This design comes from an exercise in tuning for a short achievable clock period and few clock cycles per item on the open sky130 flow, not from production work.
Only simulation tests tie the RTL to the original design; equivalence was not proved.

**constraint.sdc**
```tcl
create_clock -name core_clock -period 9.0 [get_ports {i_clk}]
set_input_delay 1.8000 -clock core_clock [delete_from_list [all_inputs] [get_ports {i_clk}]]
set_output_delay 1.8000 -clock core_clock [all_outputs]
set_load 0.01 [all_outputs]
```
**design.v**
```verilog
package b58_pkg;
    localparam int DIGIT_W = 6;
    localparam int CNT_W   = 6;
    localparam logic [CNT_W-1:0] CNT_MAX = 6'd63;
    localparam int Q_DEPTH = 2;
    localparam int FOLD_W      = 14;
    localparam int RECIP_W     = 15;
    localparam logic [RECIP_W-1:0] RECIP_58 = 15'd18079;
    localparam int RECIP_SHIFT = 20;
    localparam int PROD_W      = FOLD_W + RECIP_W;
    localparam int QUOT_W      = PROD_W - RECIP_SHIFT;
    localparam logic [6:0] CHAR_ONE  = 7'h31;
    localparam logic [6:0] CHAR_NONE = 7'h00;
    localparam int CMD_W    = 8 + 3 + CNT_W;
    localparam int CMD_LZ   = 0;
    localparam int CMD_ERR  = CNT_W;
    localparam int CMD_LAST = CNT_W + 1;
    localparam int CMD_FOLD = CNT_W + 2;
    localparam int CMD_DATA = CNT_W + 3;
endpackage
module b58_ram #(
    parameter int WIDTH = 6,
    parameter int DEPTH = 45
) (
    input  logic                     i_clk,
    input  logic                     i_wr_en,
    input  logic [$clog2(DEPTH)-1:0] i_wr_addr,
    input  logic [WIDTH-1:0]         i_wr_data,
    input  logic                     i_rd_en,
    input  logic [$clog2(DEPTH)-1:0] i_rd_addr,
    output logic [WIDTH-1:0]         o_rd_data
);
    logic [WIDTH-1:0] r_mem [DEPTH];
    logic [WIDTH-1:0] r_rd_data;
    always_ff @(posedge i_clk) begin
        if (i_wr_en) begin
            r_mem[i_wr_addr] <= i_wr_data;
        end
    end
    always_ff @(posedge i_clk) begin
        if (i_rd_en) begin
            r_rd_data <= r_mem[i_rd_addr];
        end
    end
    assign o_rd_data = r_rd_data;
endmodule
import b58_pkg::*;
module b58_front #(
    parameter int MAX_LEN = 32
) (
    input  logic       i_clk,
    input  logic       i_rst_n,
    input  logic       i_valid,
    output logic       o_stall,
    input  logic [7:0] i_data_byte,
    input  logic       i_last_byte,
    output logic       o_push,
    output logic [CMD_W-1:0] o_cmd,
    input  logic       i_full
);
    logic [CNT_W-1:0] r_bcnt, n_bcnt;
    logic [CNT_W-1:0] r_lz, n_lz;
    logic             r_inlz, n_inlz;
    logic             r_ovf, n_ovf;
    logic             zero_lead;
    assign o_stall = i_full;
    assign o_push  = i_valid && !i_full;
    always_comb begin
        n_bcnt    = (r_bcnt < CNT_MAX) ? r_bcnt + 1'b1 : r_bcnt;
        n_ovf     = r_ovf || ({1'b0, n_bcnt} > 7'(MAX_LEN));
        zero_lead = r_inlz && (i_data_byte == 8'd0);
        n_lz      = r_lz;
        n_inlz    = r_inlz;
        if (!n_ovf) begin
            if (zero_lead) begin
                n_lz = (r_lz < CNT_MAX) ? r_lz + 1'b1 : r_lz;
            end else begin
                n_inlz = 1'b0;
            end
        end
        o_cmd[CMD_DATA +: 8]    = i_data_byte;
        o_cmd[CMD_FOLD]         = !n_ovf && !zero_lead;
        o_cmd[CMD_LAST]         = i_last_byte;
        o_cmd[CMD_ERR]          = n_ovf;
        o_cmd[CMD_LZ +: CNT_W]  = n_lz;
    end
    always_ff @(posedge i_clk) begin
        if (!i_rst_n) begin
            r_bcnt <= '0;
            r_lz   <= '0;
            r_inlz <= 1'b1;
            r_ovf  <= 1'b0;
        end else if (o_push) begin
            if (i_last_byte) begin
                r_bcnt <= '0;
                r_lz   <= '0;
                r_inlz <= 1'b1;
                r_ovf  <= 1'b0;
            end else begin
                r_bcnt <= n_bcnt;
                r_lz   <= n_lz;
                r_inlz <= n_inlz;
                r_ovf  <= n_ovf;
            end
        end
    end
endmodule
import b58_pkg::*;
module b58_queue (
    input  logic i_clk,
    input  logic i_rst_n,
    input  logic i_push,
    input  logic [CMD_W-1:0] i_cmd,
    output logic o_full,
    output logic o_valid,
    output logic [CMD_W-1:0] o_cmd,
    input  logic i_pop
);
    localparam int PW = $clog2(Q_DEPTH);
    logic [CMD_W-1:0] r_mem [Q_DEPTH];
    logic [PW-1:0] r_wp;
    logic [PW-1:0] r_rp;
    logic [PW:0]   r_cnt;
    assign o_full  = (r_cnt == (PW+1)'(Q_DEPTH));
    assign o_valid = (r_cnt != '0);
    assign o_cmd   = r_mem[r_rp];
    always_ff @(posedge i_clk) begin
        if (i_push) begin
            r_mem[r_wp] <= i_cmd;
        end
    end
    always_ff @(posedge i_clk) begin
        if (!i_rst_n) begin
            r_wp  <= '0;
            r_rp  <= '0;
            r_cnt <= '0;
        end else begin
            if (i_push) begin
                r_wp <= (r_wp == PW'(Q_DEPTH - 1)) ? '0 : r_wp + 1'b1;
            end
            if (i_pop) begin
                r_rp <= (r_rp == PW'(Q_DEPTH - 1)) ? '0 : r_rp + 1'b1;
            end
            case ({i_push, i_pop})
                2'b10:   r_cnt <= r_cnt + 1'b1;
                2'b01:   r_cnt <= r_cnt - 1'b1;
                default: r_cnt <= r_cnt;
            endcase
        end
    end
endmodule
import b58_pkg::*;
module b58_back #(
    parameter int DIGITS = 45
) (
    input  logic       i_clk,
    input  logic       i_rst_n,
    input  logic       i_q_valid,
    input  logic [CMD_W-1:0] i_q_cmd,
    output logic       o_q_pop,
    output logic       o_valid,
    input  logic       i_stall,
    output logic [6:0] o_out_char,
    output logic       o_last_char,
    output logic       o_too_long
);
    localparam int IW = $clog2(DIGITS);
    localparam logic [IW-1:0] TOP_IDX = IW'(DIGITS - 1);
    localparam logic [3:0] S_IDLE = 4'd0;
    localparam logic [3:0] S_FOLD = 4'd1;
    localparam logic [3:0] S_SRD  = 4'd2;
    localparam logic [3:0] S_SCHK = 4'd3;
    localparam logic [3:0] S_ZERO = 4'd4;
    localparam logic [3:0] S_ERD  = 4'd5;
    localparam logic [3:0] S_ECHK = 4'd6;
    localparam logic [3:0] S_ERR  = 4'd7;
    localparam logic [3:0] S_DONE = 4'd8;
    logic [3:0]         r_state, n_state;
    logic [IW-1:0]      r_idx, n_idx;
    logic [7:0]         r_carry, n_carry;
    logic               r_last, n_last;
    logic [CNT_W-1:0]   r_lz, n_lz;
    logic [CNT_W-1:0]   r_n, n_n;
    logic               r_has, n_has;
    logic [DIGITS-1:0]  r_dvld, n_dvld;
    logic               r_rd_vld;
    logic               r_ovalid, n_ovalid;
    logic [6:0]         r_char, n_char;
    logic               r_lastc, n_lastc;
    logic               r_err, n_err;
    logic               rd_en;
    logic [IW-1:0]      rd_addr;
    logic               wr_en;
    logic [DIGIT_W-1:0] rd_data;
    logic [DIGIT_W-1:0] dig;
    logic [FOLD_W-1:0]  fold_x;
    logic [PROD_W-1:0]  prod;
    logic [QUOT_W-1:0]  quot;
    logic [FOLD_W:0]    qm58;
    logic [FOLD_W-1:0]  rem_x;
    logic [DIGIT_W-1:0] rem;
    logic               out_free;
    logic               emit_last;
    logic [6:0]         dig_char;
    b58_ram #(
        .WIDTH (DIGIT_W),
        .DEPTH (DIGITS)
    ) u_ram (
        .i_clk     (i_clk),
        .i_wr_en   (wr_en),
        .i_wr_addr (r_idx),
        .i_wr_data (rem),
        .i_rd_en   (rd_en),
        .i_rd_addr (rd_addr),
        .o_rd_data (rd_data)
    );
    assign dig = r_rd_vld ? rd_data : '0;
    always_comb begin
        fold_x = {dig, r_carry};
        prod   = PROD_W'(fold_x) * PROD_W'(RECIP_58);
        quot   = prod[PROD_W-1:RECIP_SHIFT];
        qm58   = (FOLD_W+1)'({quot, 6'b0}) - (FOLD_W+1)'({quot, 2'b0})
               - (FOLD_W+1)'({quot, 1'b0});
        rem_x  = fold_x - qm58[FOLD_W-1:0];
        rem    = rem_x[DIGIT_W-1:0];
    end
    assign out_free = !r_ovalid || !i_stall;
    function logic [6:0] b58_char(input logic [DIGIT_W-1:0] d);
        if (d < 6'd9) begin
            b58_char = 7'h31 + {1'b0, d};
        end else if (d < 6'd17) begin
            b58_char = 7'h41 + ({1'b0, d} - 7'd9);
        end else if (d < 6'd22) begin
            b58_char = 7'h4A + ({1'b0, d} - 7'd17);
        end else if (d < 6'd33) begin
            b58_char = 7'h50 + ({1'b0, d} - 7'd22);
        end else if (d < 6'd44) begin
            b58_char = 7'h61 + ({1'b0, d} - 7'd33);
        end else if (d < 6'd58) begin
            b58_char = 7'h6D + ({1'b0, d} - 7'd44);
        end else begin
            b58_char = 7'h7A;
        end
    endfunction
    assign dig_char = b58_char(dig);
    always_comb begin
        n_state   = r_state;
        n_idx     = r_idx;
        n_carry   = r_carry;
        n_last    = r_last;
        n_lz      = r_lz;
        n_n       = r_n;
        n_has     = r_has;
        n_dvld    = r_dvld;
        n_ovalid  = r_ovalid && i_stall;
        n_char    = r_char;
        n_lastc   = r_lastc;
        n_err     = r_err;
        rd_en     = 1'b0;
        rd_addr   = r_idx;
        wr_en     = 1'b0;
        o_q_pop   = 1'b0;
        emit_last = 1'b0;
        case (r_state)
            S_IDLE: begin
                if (i_q_valid) begin
                    o_q_pop = 1'b1;
                    n_carry = i_q_cmd[CMD_DATA +: 8];
                    n_last  = i_q_cmd[CMD_LAST];
                    n_lz    = i_q_cmd[CMD_LZ +: CNT_W];
                    n_n     = '0;
                    n_idx   = '0;
                    if (i_q_cmd[CMD_ERR]) begin
                        n_state = i_q_cmd[CMD_LAST] ? S_ERR : S_IDLE;
                    end else if (i_q_cmd[CMD_FOLD]) begin
                        rd_en   = 1'b1;
                        rd_addr = TOP_IDX;
                        n_idx   = TOP_IDX;
                        n_state = S_FOLD;
                    end else begin
                        n_state = i_q_cmd[CMD_LAST] ? S_SRD : S_IDLE;
                    end
                end
            end
            S_FOLD: begin
                wr_en         = 1'b1;
                n_dvld[r_idx] = 1'b1;
                n_carry       = quot[7:0];
                if (r_idx == '0) begin
                    n_state = r_last ? S_SRD : S_IDLE;
                end else begin
                    rd_en   = 1'b1;
                    rd_addr = r_idx - 1'b1;
                    n_idx   = r_idx - 1'b1;
                end
            end
            S_SRD: begin
                rd_en   = 1'b1;
                n_state = S_SCHK;
            end
            S_SCHK: begin
                if (dig != '0) begin
                    n_has   = 1'b1;
                    n_state = S_ZERO;
                end else if (r_idx == TOP_IDX) begin
                    n_has   = 1'b0;
                    n_state = S_ZERO;
                end else begin
                    n_idx   = r_idx + 1'b1;
                    n_state = S_SRD;
                end
            end
            S_ZERO: begin
                if (r_lz == '0) begin
                    n_state = r_has ? S_ERD : S_DONE;
                end else if (out_free) begin
                    emit_last = ((r_lz == CNT_W'(1)) && !r_has) || (r_n == CNT_MAX);
                    n_ovalid  = 1'b1;
                    n_char    = CHAR_ONE;
                    n_lastc   = emit_last;
                    n_err     = 1'b0;
                    n_lz      = r_lz - 1'b1;
                    n_n       = r_n + 1'b1;
                    if (emit_last) begin
                        n_state = S_DONE;
                    end
                end
            end
            S_ERD: begin
                rd_en   = 1'b1;
                n_state = S_ECHK;
            end
            S_ECHK: begin
                if (out_free) begin
                    emit_last = (r_idx == TOP_IDX) || (r_n == CNT_MAX);
                    n_ovalid  = 1'b1;
                    n_char    = dig_char;
                    n_lastc   = emit_last;
                    n_err     = 1'b0;
                    n_n       = r_n + 1'b1;
                    if (emit_last) begin
                        n_state = S_DONE;
                    end else begin
                        n_idx   = r_idx + 1'b1;
                        n_state = S_ERD;
                    end
                end
            end
            S_ERR: begin
                if (out_free) begin
                    n_ovalid = 1'b1;
                    n_char   = CHAR_NONE;
                    n_lastc  = 1'b1;
                    n_err    = 1'b1;
                    n_state  = S_DONE;
                end
            end
            S_DONE: begin
                n_dvld  = '0;
                n_state = S_IDLE;
            end
            default: begin
                n_state = S_IDLE;
            end
        endcase
    end
    always_ff @(posedge i_clk) begin
        if (!i_rst_n) begin
            r_state  <= S_IDLE;
            r_dvld   <= '0;
            r_ovalid <= 1'b0;
            r_rd_vld <= 1'b0;
        end else begin
            r_state  <= n_state;
            r_dvld   <= n_dvld;
            r_ovalid <= n_ovalid;
            if (rd_en) begin
                r_rd_vld <= r_dvld[rd_addr];
            end
        end
    end
    always_ff @(posedge i_clk) begin
        r_idx   <= n_idx;
        r_carry <= n_carry;
        r_last  <= n_last;
        r_lz    <= n_lz;
        r_n     <= n_n;
        r_has   <= n_has;
        r_char  <= n_char;
        r_lastc <= n_lastc;
        r_err   <= n_err;
    end
    assign o_valid     = r_ovalid;
    assign o_out_char  = r_char;
    assign o_last_char = r_lastc;
    assign o_too_long  = r_err;
endmodule
import b58_pkg::*;
module base58_encoder #(
    parameter int MAX_LEN = 32,
    parameter int DIGITS  = 45
) (
    input  logic       i_clk,
    input  logic       i_rst_n,
    input  logic       i_valid,
    output logic       o_stall,
    input  logic [7:0] i_data_byte,
    input  logic       i_last_byte,
    output logic       o_valid,
    input  logic       i_stall,
    output logic [6:0] o_out_char,
    output logic       o_last_char,
    output logic       o_too_long
);
    logic push;
    logic [CMD_W-1:0] push_cmd;
    logic q_full;
    logic q_valid;
    logic [CMD_W-1:0] q_cmd;
    logic q_pop;
    b58_front #(
        .MAX_LEN (MAX_LEN)
    ) u_front (
        .i_clk       (i_clk),
        .i_rst_n     (i_rst_n),
        .i_valid     (i_valid),
        .o_stall     (o_stall),
        .i_data_byte (i_data_byte),
        .i_last_byte (i_last_byte),
        .o_push      (push),
        .o_cmd       (push_cmd),
        .i_full      (q_full)
    );
    b58_queue u_queue (
        .i_clk   (i_clk),
        .i_rst_n (i_rst_n),
        .i_push  (push),
        .i_cmd   (push_cmd),
        .o_full  (q_full),
        .o_valid (q_valid),
        .o_cmd   (q_cmd),
        .i_pop   (q_pop)
    );
    b58_back #(
        .DIGITS (DIGITS)
    ) u_back (
        .i_clk       (i_clk),
        .i_rst_n     (i_rst_n),
        .i_q_valid   (q_valid),
        .i_q_cmd     (q_cmd),
        .o_q_pop     (q_pop),
        .o_valid     (o_valid),
        .i_stall     (i_stall),
        .o_out_char  (o_out_char),
        .o_last_char (o_last_char),
        .o_too_long  (o_too_long)
    );
endmodule
```
**config.mk**
```make
export PLATFORM = sky130hd
export DESIGN_NAME = base58_encoder
export DESIGN_NICKNAME = base58_encoder
export VERILOG_FILES = /design/flow/design.v
export SDC_FILE = /design/flow/constraint.sdc
export NUM_CORES = 4
export LEC_CHECK = 0
export CAP_MARGIN = 20
export CORE_MARGIN = 2
export CORE_UTILIZATION = 40
export PLACE_DENSITY = 0.6
export SLEW_MARGIN = 20
```
**run.sh**
```bash
#!/bin/bash
# synth_recipe.tcl (not shown) runs the flow's synth.tcl, then flattens the netlist and writes it again
# the make line also repeats each setting of config.mk as NAME=value (left out here)
make -C /OpenROAD-flow-scripts/flow DESIGN_CONFIG=/design/flow/config.mk WORK_HOME=/design/flow/orfs CLKGATE_MAP_FILE= SYNTH_SCRIPT=/design/flow/synth_recipe.tcl finish
```
==> results by group, run 1 <==
Setup path
  – CP endpoint kind: register
  – Crit path max fanout: 45
  – Worst EP required: 9.34 ns
  – Worst setup path start: u_back.r_rd_vld
  – Reg2reg start: u_back.r_rd_vld
  – Critical path's most frequent cell: fa_1
  – CP Launch Type: register
  – Crit path kind: register to register
  – CP arrival: 8.40 ns
  – CP max stage cell: dfxtp_1
  – Max stage delay on crit path: 0.69 ns

Timing
  – Worst clock skew: 0.01778 ns
  – Crit share post-route: 89.61%
  – Setup TNS Final: 0 ns
  – Final hold vios: 0
  – Final Max Tran Viols: 0
  – Worst Tran Pin Value: around 1.1 ns
  – Finish-stage setup viols: 0
  – Fmax achieved: ~120 MHz
  – Relative slew margins: 25.48%
  – Final min period: 8.065 ns
  – Unrepaired setup endpoints after global routing: false

Yosys
  – Area contributors post-synth: edfxtp_1 (47%), ha_1 (7.7%), dfxtp_1 (6.3%)
  – Most frequent cell after synthesis: edfxtp_1
  – Syn Area/Cell: 11.86 um^2
  – Yosys warns: 4
  – Top cells by count, synth: edfxtp_1 (347), nand2_1 (214), nor2_1 (167)
  – Post-synth top area share: 47.07%
  – Flops & latches, synth: 417
  – EDFF count, synth: 347
  – Post-Syn Nets: 2074
  – Synth async-reset ratio: 0%
  – Cell variety after synth: between 80 and 90
  – Ys flop type: edfxtp_1
  – Sequential share of the synthesized area: 53.40%
  – Post-Syn Area: 22140 um^2
  – Synth Instances: 1867
  – Area leader, netlist: edfxtp_1

Placement
  – Placed Area: 23030 um^2
  – Placed Cells: 2531
  – GP Congestion: 0.8738
  – IO buf count: 23
  – Post-detail-place hpwl: 35.13 mm

Outcome
  – Status: timing/DRC/antenna clean

Clock tree
  – Cts bufs inserted: 44
  – Clock Latency Late Sink: 0.58 ns
  – Setup repair bufs after CTS: 0
  – CTS-repair resized insts: 0
  – Clk root buf: clkbuf_16
  – Clock transition at the registers of the reported paths: 0.06 ns
  – Clk sinks: 417
  – Cts hold-fix bufs: 0
  – Worst-case clock buffer depth: 3
  – TritonCTS clock tree: done
  – CTS H-Tree Depth: 2

Detailed routing
  – Drt first pass iters: 5
  – Post-DRT Antenna Nets: 0
  – Total Wirelength: 51.18 mm
  – DR top layer: met4
  – DRC errors left: 0
  – Routed wl met3: just under 3 mm
  – Post-DR wirelength/cell: 19.60 um
  – DR WL met2: 24.14 mm
  – Vias after detailed routing: 14350
  – Drt first-iter violations: around 1300
  – DR vias/cell: 5.495
  – Met1 wire length: 22.90 mm

Floorplanning
  – Die Span Y: approximately 240 um
  – Die span in x: 239.2 um
  – Core box area: 54880 um^2
  – Num rows: 86
  – Initial Util: 40.34%
  – Die area: 57240 um^2
  – IO Pins: 24

Cells and area
  – Number of fill cells in the layout: 4995
  – Ant diodes: 0
  – Area delta synth->final: 10.95%
  – Final nets: 2080
  – Layout cells sized above 1: 8.071%
  – Cell Count, Final, Fillers Out: 2612
  – Cell area after layout: roughly 25000 um^2
  – Layout Utilization: 44.76%

Hold path
  – Worst hold path class: register to register
  – Worst Min Path Start: u_back.r_dvld[33]

Global route
  – Gr ovfl total: 0
  – Initial antenna violation count: 0
  – Global-route wire length before repair: slightly above 80 mm
  – Tot GR Track Use: 18.39%
  – Via count of the first global-routing pass: 14510
  – Largest net degree at the start of global routing: 69

Flow run
  – MaxCap Viol Count: 0
==> kinds of logic (layout without fill, tap and decap cells) <==
group	count (synthesis)	after routing	share of synthesized area, %
and+or+nand+nor	581	581	12.09
buffers and inverters	227	268	4.488
DFF	417	417	53.40
adders and majority gates	194	194	12.93
xor gates and xnor gates	47	47	1.922
AOI/OAI and AO/OA	333	333	9.688
muxes	68	68	5.477
==> path summary, 6_finish.rpt <==
kind	endpoint	slack, ns	cells after the start
hold reg to reg	u_back.r_dvld[33]	0.46	2
setup reg to reg	u_back.u_ram.r_mem[38][5]	0.93	27
setup / recovery	u_back.u_ram.r_mem[38][5]	0.93	27
hold / removal	u_back.r_dvld[33]	0.46	2
==> registers in the layout, summed over array words and instances (netlist names), 2 cells and up, named ones only <==
signal                  flops
u_back.u_ram.r_mem        270
u_back.r_dvld              45
u_queue.r_mem              34
u_back.r_carry              8
u_back.r_char               7
u_back.r_idx                6
u_back.r_lz                 6
u_back.r_n                  6
u_back.u_ram.r_rd_data      6
u_front.r_bcnt              6
u_front.r_lz                6
u_back.r_state              4
u_queue.r_cnt               2
==> worst max-delay path: cells and delay by family (launching register included) <==
family / cells / cell delay, ns
buffers and inverters: 4 / 0.75
AND/OR/NAND/NOR: 5 / 0.91
adder cells (fa/ha/maj): 8 / 3.13
XOR/XNOR: 5 / 1.09
AO/OA/AOI/OAI: 5 / 1.23
flip-flops: 1 / 0.69
==> final cells by class <==
type	count	area [um^2]	share of cell area, %
sequential	417	11820	48.13
multi-input combinational	1223	9387	38.22
clock buffer	56	1239	5.043
tap	704	880.8	3.586
inverter	138	518.0	2.109
timing repair buffer	49	425.4	1.732
clock inverter	25	290.3	1.182
==> placed cells by master (no fill, tap or decap), types with 10 or more instances in the layout <==
master / instances
a211oi_1: 13
clkbuf_16: 46
xor2_1: 14
nor2_1: 167
o21ai_0: 50
mux4_2: 37
a21oi_1: 113
o31ai_1: 14
dfxtp_1: 70
clkdlybuf4s50_1: 23
a22oi_1: 18
and3_1: 40
ha_1: 136
fa_1: 58
inv_1: 136
nand2b_1: 15
a311oi_1: 14
nand3_1: 24
nor2b_1: 22
edfxtp_1: 347
and2_1: 22
clkinv_1: 10
nand4_1: 13
nor3_1: 24
mux2i_1: 24
nand2_1: 214
xnor2_1: 30
a31oi_1: 28
buf_4: 26
==> per-layer routing <==
layer	vias to the layer above	GRT usage [%]
li1	6795	-
met1	7098	24.91
met2	387	30.32
met3	72	3.365
met4	0	5.152
met5	-	0
==> stage by stage <==
| stage | hold slack, ns | worst slack, ns |
|---|---|---|
| floorplan | 0.4258 | 0.08269 |
| global placement | 0.4390 | 1.048 |
| detailed placement | 0.4549 | 0.9397 |
| CTS | 0.4687 | 0.9308 |
| global route | 0.4806 | 0.3032 |
| finish | 0.4647 | 0.9348 |
Testbench counts, summed over its fixed seeds: cycles 197,906, bytes 3,974.
==> inputs of run 2 (changes only) <==
--- a/design.v
+++ b/design.v
@@ -177,6 +177,7 @@
     localparam logic [3:0] S_DONE = 4'd8;
     logic [3:0]         r_state, n_state;
     logic [IW-1:0]      r_idx, n_idx;
+    logic [IW-1:0]      r_top, n_top;
     logic [7:0]         r_carry, n_carry;
     logic               r_last, n_last;
     logic [CNT_W-1:0]   r_lz, n_lz;
@@ -246,6 +247,7 @@
     always_comb begin
         n_state   = r_state;
         n_idx     = r_idx;
+        n_top     = r_top;
         n_carry   = r_carry;
         n_last    = r_last;
         n_lz      = r_lz;
@@ -278,20 +280,30 @@
                         n_idx   = TOP_IDX;
                         n_state = S_FOLD;
                     end else begin
+                        n_idx   = r_top;
                         n_state = i_q_cmd[CMD_LAST] ? S_SRD : S_IDLE;
                     end
                 end
             end
             S_FOLD: begin
-                wr_en         = 1'b1;
-                n_dvld[r_idx] = 1'b1;
-                n_carry       = quot[7:0];
-                if (r_idx == '0) begin
+                if ((r_idx < r_top) && (r_carry == 8'd0)) begin
+                    n_idx   = r_top;
                     n_state = r_last ? S_SRD : S_IDLE;
                 end else begin
-                    rd_en   = 1'b1;
-                    rd_addr = r_idx - 1'b1;
-                    n_idx   = r_idx - 1'b1;
+                    wr_en         = 1'b1;
+                    n_dvld[r_idx] = 1'b1;
+                    n_carry       = quot[7:0];
+                    if (r_idx < r_top) begin
+                        n_top = r_idx;
+                    end
+                    if (r_idx == '0) begin
+                        n_idx   = '0;
+                        n_state = r_last ? S_SRD : S_IDLE;
+                    end else begin
+                        rd_en   = 1'b1;
+                        rd_addr = r_idx - 1'b1;
+                        n_idx   = r_idx - 1'b1;
+                    end
                 end
             end
             S_SRD: begin
@@ -341,8 +353,9 @@
                     if (emit_last) begin
                         n_state = S_DONE;
                     end else begin
+                        rd_en   = 1'b1;
+                        rd_addr = r_idx + 1'b1;
                         n_idx   = r_idx + 1'b1;
-                        n_state = S_ERD;
                     end
                 end
             end
@@ -357,6 +370,7 @@
             end
             S_DONE: begin
                 n_dvld  = '0;
+                n_top   = TOP_IDX;
                 n_state = S_IDLE;
             end
             default: begin
@@ -368,11 +382,13 @@
         if (!i_rst_n) begin
             r_state  <= S_IDLE;
             r_dvld   <= '0;
+            r_top    <= TOP_IDX;
             r_ovalid <= 1'b0;
             r_rd_vld <= 1'b0;
         end else begin
             r_state  <= n_state;
             r_dvld   <= n_dvld;
+            r_top    <= n_top;
             r_ovalid <= n_ovalid;
             if (rd_en) begin
                 r_rd_vld <= r_dvld[rd_addr];
==> results by group, run 2 <==
Yosys
  – Sequential share of the synthesized area: 52.19% (-1.2 points)
  – Yosys warns: 4 (unchanged)
  – Area contributors post-synth: edfxtp_1 (46%), ha_1 (7.9%), dfxtp_1 (6.6%)
  – Most frequent cell after synthesis: edfxtp_1
  – Syn Area/Cell: 11.26 um^2 (-5.0%)
  – Post-Syn Area: 22880 um^2 (+3.4%)
  – Flops & latches, synth: 423 (+1.4%)
  – Post-synth top area share: 45.54% (-1.5 points)
  – Synth async-reset ratio: 0% (unchanged)
  – Synth Instances: 2032 (+8.8%)
  – Top cells by count, synth: edfxtp_1 (347), nand2_1 (243), nor2_1 (180)
  – Area leader, netlist: edfxtp_1
  – EDFF count, synth: 347 (unchanged)
  – Ys flop type: edfxtp_1
  – Post-Syn Nets: 2249 (+8.4%)
  – Cell variety after synth: 75 (-7.4%)

Detailed routing
  – Vias after detailed routing: 15540 (+8.3%)
  – Drt first-iter violations: 1297 (-2.6%)
  – DRC errors left: 0 (unchanged)
  – DR vias/cell: 5.513 (+0.34%)
  – Total Wirelength: 56.08 mm (+9.6%)
  – Drt first pass iters: 7 (+2)
  – Post-DR wirelength/cell: 19.89 um (+1.5%)
  – Post-DRT Antenna Nets: 0 (unchanged)

Setup path
  – Critical path endpoint: u_back.u_ram.r_mem[23][5]
  – Max stage delay on crit path: 0.80 ns (+0.11 ns)
  – CP endpoint kind: register
  – CP arrival: 8.74 ns (+0.34 ns)
  – CP Launch Type: register
  – Crit path max fanout: 26 (-42%)
  – Crit Reg-Reg Endpoint: u_back.u_ram.r_mem[23][5]
  – Crit path kind: register to register
  – CP max stage cell: xnor2_2
  – R2R Setup Slk: 0.63 ns (-0.31 ns)
  – Worst EP required: 9.37 ns (+0.03 ns)
  – Worst setup path start: u_back.r_rd_vld
  – R2R depth: 30 (+11%)
  – Reg2reg start: u_back.r_rd_vld

Placement
  – Post-detail-place hpwl: 38.84 mm (+11%)
  – Placed Area: 23810 um^2 (+3.4%)
  – GP Congestion: 0.9133 (+4.5%)
  – IO buf count: 23 (unchanged)

Cells and area
  – Number of fill cells in the layout: 5114 (+2.4%)
  – Biggest regs: u_back.u_ram.r_mem x270, u_back.r_dvld x45, u_queue.r_mem x34
  – Cell area after layout: 25270 um^2 (+2.9%)
  – Area delta synth->final: 10.45%
  – Layout Utilization: 44.73% (about the same)
  – Multi-input gate area: 9978 um^2 (+6.3%)
  – Commonest non-fill, non-tap cell in the layout: edfxtp_1
  – Most frequent cells in the layout: edfxtp_1 (347), nand2_1 (243), nor2_1 (180)
  – Ant diodes: 0 (unchanged)
  – Layout cells sized above 1: 6.495% (-1.6 points)
  – Final nets: 2244 (+7.9%)
  – Storage cell area: 11940 um^2 (+1.0%)
  – Max reg flops: 270 (unchanged)
  – Largest reg by FF count: u_back.u_ram.r_mem

Timing
  – Fmax achieved: 119.5 MHz (-3.7%)
  – Finish-stage setup viols: 0 (unchanged)
  – Final hold vios: 0 (unchanged)
  – Unrepaired setup endpoints after global routing: false
  – Setup TNS Final: 0 ns (unchanged)
  – Final Max Tran Viols: 0 (unchanged)
  – Worst Tran Pin Value: 1.025 ns (-0.08861 ns)
  – Relative slew margins: 30.70% (+5.2 points)
  – Crit share post-route: 93.02% (+3.4 points)
  – Final min period: 8.372 ns (+0.3064 ns)
  – Worst clock skew: 0.01757 ns (-0.0002163 ns)

Clock tree
  – Clock Latency Late Sink: 0.58 ns (about the same)
  – Cts hold-fix bufs: 0 (unchanged)
  – Clock transition at the registers of the reported paths: 0.06 ns (about the same)
  – CTS H-Tree Depth: 2 (unchanged)
  – Cts bufs inserted: 44 (unchanged)
  – Clk root buf: clkbuf_16
  – TritonCTS clock tree: done
  – Clk sinks: 423 (+1.4%)
  – CTS-repair resized insts: 0 (unchanged)
  – Setup repair bufs after CTS: 0 (unchanged)
  – Worst-case clock buffer depth: 3 (unchanged)

Floorplanning
  – Initial Util: 40.50% (+0.16 points)
  – Die Span Y: 243.2 um (+1.6%)
  – Core box area: 56500 um^2 (+2.9%)
  – IO Pins: 24 (unchanged)
  – Die area: 59130 um^2 (+3.3%)
  – Die span in x: 243.2 um (+1.6%)
  – Num rows: 87 (+1.2%)

Global route
  – Via count of the first global-routing pass: 15300 (+5.4%)
  – Largest net degree at the start of global routing: 141 (+100%)
  – Tot GR Track Use: 19.11% (+0.72 points)
  – Initial antenna violation count: 0 (unchanged)
  – Global-route wire length before repair: 88.31 mm (+8.4%)
  – Gr ovfl total: 0 (unchanged)

Hold path
  – Worst hold path class: register to register

Outcome
  – Status: timing/DRC/antenna clean

Flow run
  – MaxCap Viol Count: 0 (unchanged)
-- run 2: cell families (layout without fill, tap and decap cells) --
logic type | count (synthesis) | count (layout) | synth area share, %
DFF | 423 | 423 | 52.19
buffers and inverters | 238 | 269 | 4.385
muxes | 111 | 111 | 5.556
xor gates and xnor gates | 47 | 47 | 1.799
and+or+nand+nor | 698 | 698 | 14.39
adders and majority gates | 204 | 204 | 13.12
AOI/OAI and AO/OA | 311 | 311 | 8.563
-- run 2: worst min-delay path by stage --
stage                                 start           endpoint  slack [ns]  depth (start not counted)
after global routing      u_back.r_dvld[38]  u_back.r_dvld[38]        0.49                          2
after CTS                  u_back.r_dvld[5]   u_back.r_dvld[5]        0.47                          2
final                      u_back.r_dvld[5]   u_back.r_dvld[5]        0.46                          2
after global placement    u_back.r_dvld[20]  u_back.r_dvld[20]        0.44                          2
after detailed placement   u_back.r_dvld[5]   u_back.r_dvld[5]        0.45                          2
after floorplan            u_back.r_dvld[4]   u_back.r_dvld[4]        0.43                          2
-- run 2: critical path: cells and delay by family (launching register included) --
family	cells	cell delay [ns]
compound gates	5	0.74
xor+xnor	4	1.35
flops	1	0.60
fa+ha+maj	9	3.65
buf+inv	6	0.99
simple gates	6	0.83
-- run 2: layer usage --
layer | track usage, % | wire length [um] | vias to the layer above
met3 | 2.410 | 3220 | 94
met5 | 0 | 0 | -
met4 | 5.774 | 1326 | 0
met1 | 26.77 | 25250 | 7632
li1 | - | - | 7312
met2 | 31.01 | 26270 | 504
-- run 2: through the flow --
| step | instances | hold WS [ns] | worst slack [ns] |
|---|---|---|---|
| 6_report | 2819 | 0.4638 | 0.6285 |
| 5_1_grt | 2819 | 0.4916 | 0.02949 |
| 4_1_cts | 2819 | 0.4688 | 0.6502 |
| 3_5_place_dp | 2737 | 0.4530 | 0.7038 |
| 3_3_place_gp | 2737 | 0.4386 | 0.8771 |
| 2_1_floorplan | 2032 | 0.4286 | 0.7328 |
-- run 2: area by class of cell --
| class | count | share of cell area (%) |
|---|---|---|
| repair buffers | 45 | 1.663 |
| well taps | 756 | 3.743 |
| flip-flops and latches | 423 | 47.25 |
| multi-input cells | 1371 | 39.48 |
| clock buffers | 64 | 5.268 |
| clock inverters | 18 | 0.4852 |
| inverters | 142 | 2.109 |
Testbench counts of run 2, summed over its fixed seeds: cycles 80,185, bytes 3,974.
==> inputs of run 3 (changes only) <==
--- a/config.mk
+++ b/config.mk
@@ -5,8 +5,10 @@
 export SDC_FILE = /design/flow/constraint.sdc
 export NUM_CORES = 4
 export LEC_CHECK = 0
+export ABC_CLOCK_PERIOD_IN_PS = 5000
 export CAP_MARGIN = 20
 export CORE_MARGIN = 2
 export CORE_UTILIZATION = 40
 export PLACE_DENSITY = 0.6
+export SETUP_SLACK_MARGIN = 4
 export SLEW_MARGIN = 20
==> results by group, run 3 <==
Setup path
  – CP max stage cell: fa_1
  – Max stage delay on crit path: 0.55 ns (-0.25 ns)
  – Crit path kind: register to register
  – CP endpoint kind: register
  – CP arrival: 7.41 ns (-1.33 ns)
  – Crit path max fanout: 6 (-77%)
  – R2R Setup Slk: 1.93 ns (+1.30 ns)
  – Worst EP required: 9.34 ns (-0.03 ns)
  – CP Launch Type: register

Yosys
  – Post-Syn Area: 22880 um^2 (unchanged)
  – Post-Syn Nets: 2249 (unchanged)
  – Yosys warns: 4 (unchanged)
  – Most frequent cell after synthesis: edfxtp_1
  – Synth Instances: 2032 (unchanged)
  – Cell variety after synth: 75 (unchanged)
  – Syn Area/Cell: 11.26 um^2 (unchanged)
  – Area leader, netlist: edfxtp_1
  – Top cells by count, synth: edfxtp_1 (347), nand2_1 (243), nor2_1 (180)
  – Area contributors post-synth: edfxtp_1 (46%), ha_1 (7.9%), dfxtp_1 (6.6%)
  – Post-synth top area share: 45.54% (unchanged)
  – Ys flop type: edfxtp_1
  – Sequential share of the synthesized area: 52.19% (unchanged)
  – Synth async-reset ratio: 0% (unchanged)
  – EDFF count, synth: 347 (unchanged)
  – Flops & latches, synth: 423 (unchanged)

Timing
  – Final setup margin: 1.929 ns (+1.301 ns)
  – Relative slew margins: 30.45% (-0.25 points)
  – Fmax achieved: 141.4 MHz (+18%)
  – Worst Tran Pin Value: 1.043 ns (+0.01814 ns)
  – Finish-stage setup viols: 0 (unchanged)
  – Setup TNS Final: 0 ns (unchanged)
  – Crit share post-route: 78.56% (-14 points)
  – Final hold vios: 0 (unchanged)
  – Unrepaired setup endpoints after global routing: true
  – Final min period: 7.071 ns (-1.301 ns)
  – Worst clock skew: 0.04817 ns (+0.03061 ns)
  – Final Max Tran Viols: 0 (unchanged)

Global route
  – Tot GR Track Use: 20.49% (+1.4 points)
  – Largest net degree at the start of global routing: 55 (-61%)
  – Most Crowded Layer GR: met2
  – Gr ovfl total: 0 (unchanged)
  – GRT met1 Usage: 28.82% (+2.1 points)
  – Routing usage on met2: 33.08% (+2.1 points)
  – Global-route wire length before repair: 93.55 mm (+5.9%)
  – Initial antenna violation count: 0 (unchanged)
  – Met3 Use GR: 3.295% (+0.88 points)
  – Via count of the first global-routing pass: 15890 (+3.9%)

Hold path
  – Worst hold path class: register to register

Placement
  – Post-detail-place hpwl: 38.93 mm (+0.23%)
  – Worst slack after detailed placement: 0.7553 ns (+0.05157 ns)
  – Placed Cells: 2736 (-0.037%)
  – GP Congestion: 0.9076 (-0.62%)
  – IO buf count: 23 (unchanged)

Clock tree
  – Clk sinks: 423 (unchanged)
  – Clk root buf: clkbuf_16
  – Cts bufs inserted: 45 (+2.3%)
  – CTS H-Tree Depth: 2 (unchanged)
  – Clock Latency Late Sink: 0.61 ns (+0.03 ns)
  – Clock transition at the registers of the reported paths: 0.06 ns (about the same)
  – TritonCTS clock tree: done
  – Worst-case clock buffer depth: 3 (unchanged)
  – Cts hold-fix bufs: 0 (unchanged)

Detailed routing
  – Drt first-iter violations: 1828 (+41%)
  – Vias after detailed routing: 16400 (+5.5%)
  – Post-DR wirelength/cell: 21.07 um (+5.9%)
  – Total Wirelength: 61.94 mm (+10%)
  – Post-DRT Antenna Nets: 0 (unchanged)
  – DRC errors left: 0 (unchanged)
  – DR vias/cell: 5.578 (+1.2%)
  – Drt first pass iters: 7 (unchanged)

Cells and area
  – Multi-input gate area: 10550 um^2 (+5.7%)
  – Commonest non-fill, non-tap cell in the layout: edfxtp_1
  – Layout Utilization: 48.12% (+3.4 points)
  – Max reg flops: 270 (unchanged)
  – Area delta synth->final: 18.80%
  – Most frequent cells in the layout: edfxtp_1 (347), nand2_1 (237), nor2_1 (175)
  – Number of fill cells in the layout: 5028 (-1.7%)
  – Final nets: 2365 (+5.4%)
  – Storage cell area: 11950 um^2 (about the same)
  – Ant diodes: 0 (unchanged)
  – Layout cells sized above 1: 15.16% (+8.7 points)
  – Biggest regs: u_back.u_ram.r_mem x270, u_back.r_dvld x45, u_queue.r_mem x34
  – Largest reg by FF count: u_back.u_ram.r_mem
  – Cell Count, Final, Fillers Out: 2940 (+4.3%)

Floorplanning
  – Core box area: 56500 um^2 (unchanged)
  – Die Span Y: 243.2 um (unchanged)
  – Initial Util: 40.50% (unchanged)
  – IO Pins: 24 (unchanged)
  – Num rows: 87 (unchanged)
  – Die area: 59130 um^2 (unchanged)
  – Die span in x: 243.2 um (unchanged)

Outcome
  – Status: timing/DRC/antenna clean

Flow run
  – MaxCap Viol Count: 0 (unchanged)
-- run 3: stage by stage --
step | area (um^2) | hold slack (ns)
floorplan | 23050 | 0.4286
global placement | 23910 | 0.4378
detailed placement | 23910 | 0.4529
CTS | 26750 | 0.4663
global route | 27180 | 0.4849
finish | 27180 | 0.4645
-- run 3: cells by family (layout without fill, tap and decap cells) --
logic type	after synthesis	in the layout	synth area share, %
flip-flops	423	423	52.19
buffers and inverters	238	382	4.385
AO/OA/AOI/OAI	311	313	8.563
multiplexers	111	111	5.556
adder cells (fa/ha/maj)	204	204	13.12
AND/OR/NAND/NOR	698	701	14.39
XOR/XNOR	47	50	1.799
-- run 3: path summary, 6_finish.rpt --
path	end	cells after the start	start
worst min-delay path	u_back.r_dvld[25]	2	u_back.r_dvld[25]
worst max register to register	u_back.u_ram.r_mem[26][5]	32	u_back.u_ram.r_rd_data[4]
worst max-delay path	u_back.u_ram.r_mem[26][5]	32	u_back.u_ram.r_rd_data[4]
worst min register to register	u_back.r_dvld[25]	2	u_back.r_dvld[25]
-- run 3: layout make-up --
type / instances / area share [%]
Timing Repair inverter: 4 / 0.1105
Tap cell: 756 / 3.480
Clock inverter: 30 / 1.174
Inverter: 142 / 2.016
Clock buffer: 53 / 4.253
Sequential cell: 423 / 43.94
Multi-Input combinational cell: 1379 / 38.80
Timing Repair Buffer: 153 / 6.223
-- run 3: worst max-delay path, delay by kind of cell, from the launching register on --
family | cells | cell delay (ns)
AO/OA/AOI/OAI | 5 | 0.81
AND/OR/NAND/NOR | 6 | 0.81
XOR/XNOR | 5 | 0.72
adder cells (fa/ha/maj) | 9 | 3.34
flip-flops | 1 | 0.39
buffers and inverters | 7 | 0.72
-- run 3: layer usage --
layer | wire (um) | share of wire (%)
met1 | 27560 | 44
met2 | 28400 | 46
met3 | 4413 | 7.1
met4 | 1570 | 2.5
met5 | 0 | 0
-- run 3: repair_timing --
item,4_1_cts,5_1_grt
gates resized for setup,91,31
pin swaps,39,30
setup endpoints to repair,240,240
gates cloned,18,5
buffers inserted,70,27
==> inputs of run 4 (changes only) <==
==> config.mk (replaced) <==
export PLATFORM = sky130hd
export DESIGN_NAME = base58_encoder
export DESIGN_NICKNAME = base58_encoder
export VERILOG_FILES = /design/flow/design.v
export SDC_FILE = /design/flow/constraint.sdc
export NUM_CORES = 4
export LEC_CHECK = 0
export ABC_CLOCK_PERIOD_IN_PS = 4000
export CAP_MARGIN = 20
export CORE_MARGIN = 2
export CORE_UTILIZATION = 45
export PLACE_DENSITY = 0.65
export SETUP_SLACK_MARGIN = 5
export SLEW_MARGIN = 20
==> results by group, run 4 <==
Outcome
  – Status: timing/DRC/antenna clean

Timing
  – Min Hold Slack: 0.4654 ns (+0.0009800 ns)
  – Final min period: 7.286 ns (+0.2153 ns)
  – Fmax achieved: 137.3 MHz (-3.0%)
  – Worst clock skew: 0.03781 ns (-0.01036 ns)
  – Final Max Tran Viols: 0 (unchanged)
  – Worst Tran Pin Value: 1.043 ns (-0.0001586 ns)
  – Unrepaired setup endpoints after global routing: true
  – Final setup margin: 1.714 ns (-0.2153 ns)
  – Finish-stage setup viols: 0 (unchanged)
  – Relative slew margins: 29.93% (-0.52 points)
  – Setup TNS Final: 0 ns (unchanged)
  – Crit share post-route: 80.95% (+2.4 points)
  – Final hold vios: 0 (unchanged)

Yosys
  – Yosys warns: 4 (unchanged)
  – Post-Syn Nets: 2249 (unchanged)
  – Ys flop type: edfxtp_1
  – Syn Area/Cell: 11.26 um^2 (unchanged)
  – Cell variety after synth: 75 (unchanged)
  – Synth Instances: 2032 (unchanged)
  – Synth async-reset ratio: 0% (unchanged)
  – Most frequent cell after synthesis: edfxtp_1
  – Post-synth top area share: 45.54% (unchanged)
  – Flops & latches, synth: 423 (unchanged)
  – Sequential share of the synthesized area: 52.19% (unchanged)
  – Area contributors post-synth: edfxtp_1 (46%), ha_1 (7.9%), dfxtp_1 (6.6%)
  – Top cells by count, synth: edfxtp_1 (347), nand2_1 (243), nor2_1 (180)
  – Area leader, netlist: edfxtp_1
  – EDFF count, synth: 347 (unchanged)
  – Post-Syn Area: 22880 um^2 (unchanged)

Clock tree
  – Cts bufs inserted: 45 (unchanged)
  – Clk root buf: clkbuf_16
  – Clock transition at the registers of the reported paths: 0.06 ns (about the same)
  – CTS H-Tree Depth: 2 (unchanged)
  – Clk sinks: 423 (unchanged)
  – Worst-case clock buffer depth: 3 (unchanged)
  – TritonCTS clock tree: done
  – Clock Latency Late Sink: 0.60 ns (about the same)

Setup path
  – CP endpoint kind: register
  – Worst EP required: 9.35 ns (about the same)
  – Crit path max fanout: 5 (-1)
  – R2R Setup Slk: 1.71 ns (-0.22 ns)
  – CP max stage cell: fa_1
  – Critical path's most frequent cell: fa_1
  – CP Launch Type: register
  – CP arrival: 7.63 ns (+0.22 ns)
  – Max stage delay on crit path: 0.59 ns (+0.04 ns)
  – Crit path kind: register to register

Floorplanning
  – Die Span Y: 229.5 um (-5.6%)
  – Die span in x: 229.5 um (-5.6%)
  – Initial Util: 45.61% (+5.1 points)
  – Num rows: 82 (-5.7%)
  – IO Pins: 24 (unchanged)
  – Die area: 52670 um^2 (-11%)
  – Core box area: 50170 um^2 (-11%)

Cells and area
  – Most frequent cells in the layout: edfxtp_1 (347), nand2_1 (236), nor2_1 (174)
  – Layout cells sized above 1: 18.85% (+3.7 points)
  – Ant diodes: 0 (unchanged)
  – Final nets: 2427 (+2.6%)
  – Biggest regs: u_back.u_ram.r_mem x270, u_back.r_dvld x45, u_queue.r_mem x34
  – Commonest non-fill, non-tap cell in the layout: edfxtp_1
  – Max reg flops: 270 (unchanged)
  – Cell Count, Final, Fillers Out: 2916 (-0.82%)
  – Cell area after layout: 27910 um^2 (+2.7%)
  – Largest reg by FF count: u_back.u_ram.r_mem
  – Area delta synth->final: 21.95%

Placement
  – GP Congestion: 0.9153 (+0.85%)
  – Placed Area: 23860 um^2 (-0.23%)
  – IO buf count: 23 (unchanged)
  – Worst slack after detailed placement: 0.7517 ns (-0.003607 ns)
  – Post-detail-place hpwl: 37.03 mm (-4.9%)
  – Placed Cells: 2654 (-3.0%)

Detailed routing
  – Drt first pass iters: 6 (-1)
  – Vias after detailed routing: 16890 (+3.0%)
  – Total Wirelength: 61.22 mm (-1.2%)
  – DR vias/cell: 5.791 (+3.8%)
  – Post-DR wirelength/cell: 20.99 um (-0.35%)
  – Post-DRT Antenna Nets: 0 (unchanged)
  – Drt first-iter violations: 1957 (+7.1%)
  – DRC errors left: 0 (unchanged)

Global route
  – Gr ovfl total: 0 (unchanged)
  – Via count of the first global-routing pass: 15920 (+0.18%)
  – Largest net degree at the start of global routing: 55 (unchanged)
  – Global-route wire length before repair: 91.27 mm (-2.4%)
  – Tot GR Track Use: 22.24% (+1.7 points)
  – Initial antenna violation count: 0 (unchanged)

Hold path
  – Worst hold path class: register to register

Flow run
  – MaxCap Viol Count: 0 (unchanged)
-- run 4: final timing paths --
path                                   from                  endpoint  cells past startpoint
setup reg to reg  u_back.u_ram.r_rd_data[4]  u_back.u_ram.r_mem[6][5]                     31
setup / recovery  u_back.u_ram.r_rd_data[4]  u_back.u_ram.r_mem[6][5]                     31
hold reg to reg           u_back.r_dvld[20]         u_back.r_dvld[20]                      2
hold / removal            u_back.r_dvld[20]         u_back.r_dvld[20]                      2
-- run 4: cells by family (layout without fill, tap and decap cells) --
group | after synthesis | after routing | synth area share [%]
XOR/XNOR | 47 | 50 | 1.799
AO/OA/AOI/OAI | 311 | 313 | 8.563
flip-flops | 423 | 423 | 52.19
multiplexers | 111 | 111 | 5.556
adder cells (fa/ha/maj) | 204 | 204 | 13.12
buffers and inverters | 238 | 441 | 4.385
AND/OR/NAND/NOR | 698 | 702 | 14.39
-- run 4: timing repair --
item / in CTS / in global routing
resized for setup: 77 / 127
setup endpoints to repair: 260 / 311
pin swaps: 43 / 80
hold buffers: 0 / 0
cloned: 13 / 5
setup buffers: 65 / 98
-- run 4: worst max-delay path: cells and delay by family, from the launching register on --
family | cells | cell delay [ns]
AOI/OAI and AO/OA | 4 | 0.71
buffers and inverters | 8 | 0.90
DFF | 1 | 0.40
and+or+nand+nor | 5 | 0.81
adders and majority gates | 9 | 3.68
xor gates and xnor gates | 5 | 0.56
-- run 4: layer usage --
layer | global-route usage, % | vias to the layer above | wire (um)
li1 | - | 7693 | -
met1 | 30.58 | 8290 | 25800
met2 | 36.05 | 743 | 28670
met3 | 3.175 | 160 | 4521
met4 | 7.833 | 0 | 2223
met5 | 0 | - | 0
-- run 4: final cells by class --
class	instances	area, um^2
Fill cell	4101	22270
Timing Repair Buffer	214	2248
Multi-Input combinational cell	1380	10890
Clock buffer	61	1196
Sequential cell	423	11950
Timing Repair inverter	4	30.03
Clock inverter	20	207.7
Tap cell	672	840.8
Inverter	142	548.0
-- run 4: metrics by stage --
step	utilization, %
6_report	55.62
5_1_grt	55.62
4_1_cts	52.40
3_5_place_dp	47.56
3_3_place_gp	47.56
2_1_floorplan	-

[separate check: timing with driven ports]
How much do the figures lean on ideal ports? The routed layouts below were timed once more, with nothing changed but the port constraints.
Step 1 assumes that a clkbuf_16 drives the clock port and a buf_2 every other input.
Step 2 adds t to the input delays and takes it off the output delays; t is the mean of the earliest and latest rising clock arrival at the registers after step 1. Input paths then give back, and output paths get back, about the clock's delay inside the block.
a / b / c = no drivers / after step 1 / after step 2; a / b = the first two.
| run | t (ns) | setup WS [ns] | hold WS [ns] |
|---|---|---|---|
| run 1 | 0.629 | 0.935 / 0.935 / 0.935 | 0.465 / 0.465 / 0.465 |
| run 2 | 0.631 | 0.628 / 0.628 / 0.628 | 0.464 / 0.464 / 0.464 |
| run 3 | 0.645 | 1.929 / 1.929 / 1.929 | 0.464 / 0.464 / 0.464 |
| run 4 | 0.639 | 1.714 / 1.714 / 1.714 | 0.465 / 0.465 / 0.465 |
After both steps setup and hold are still met in every run listed.
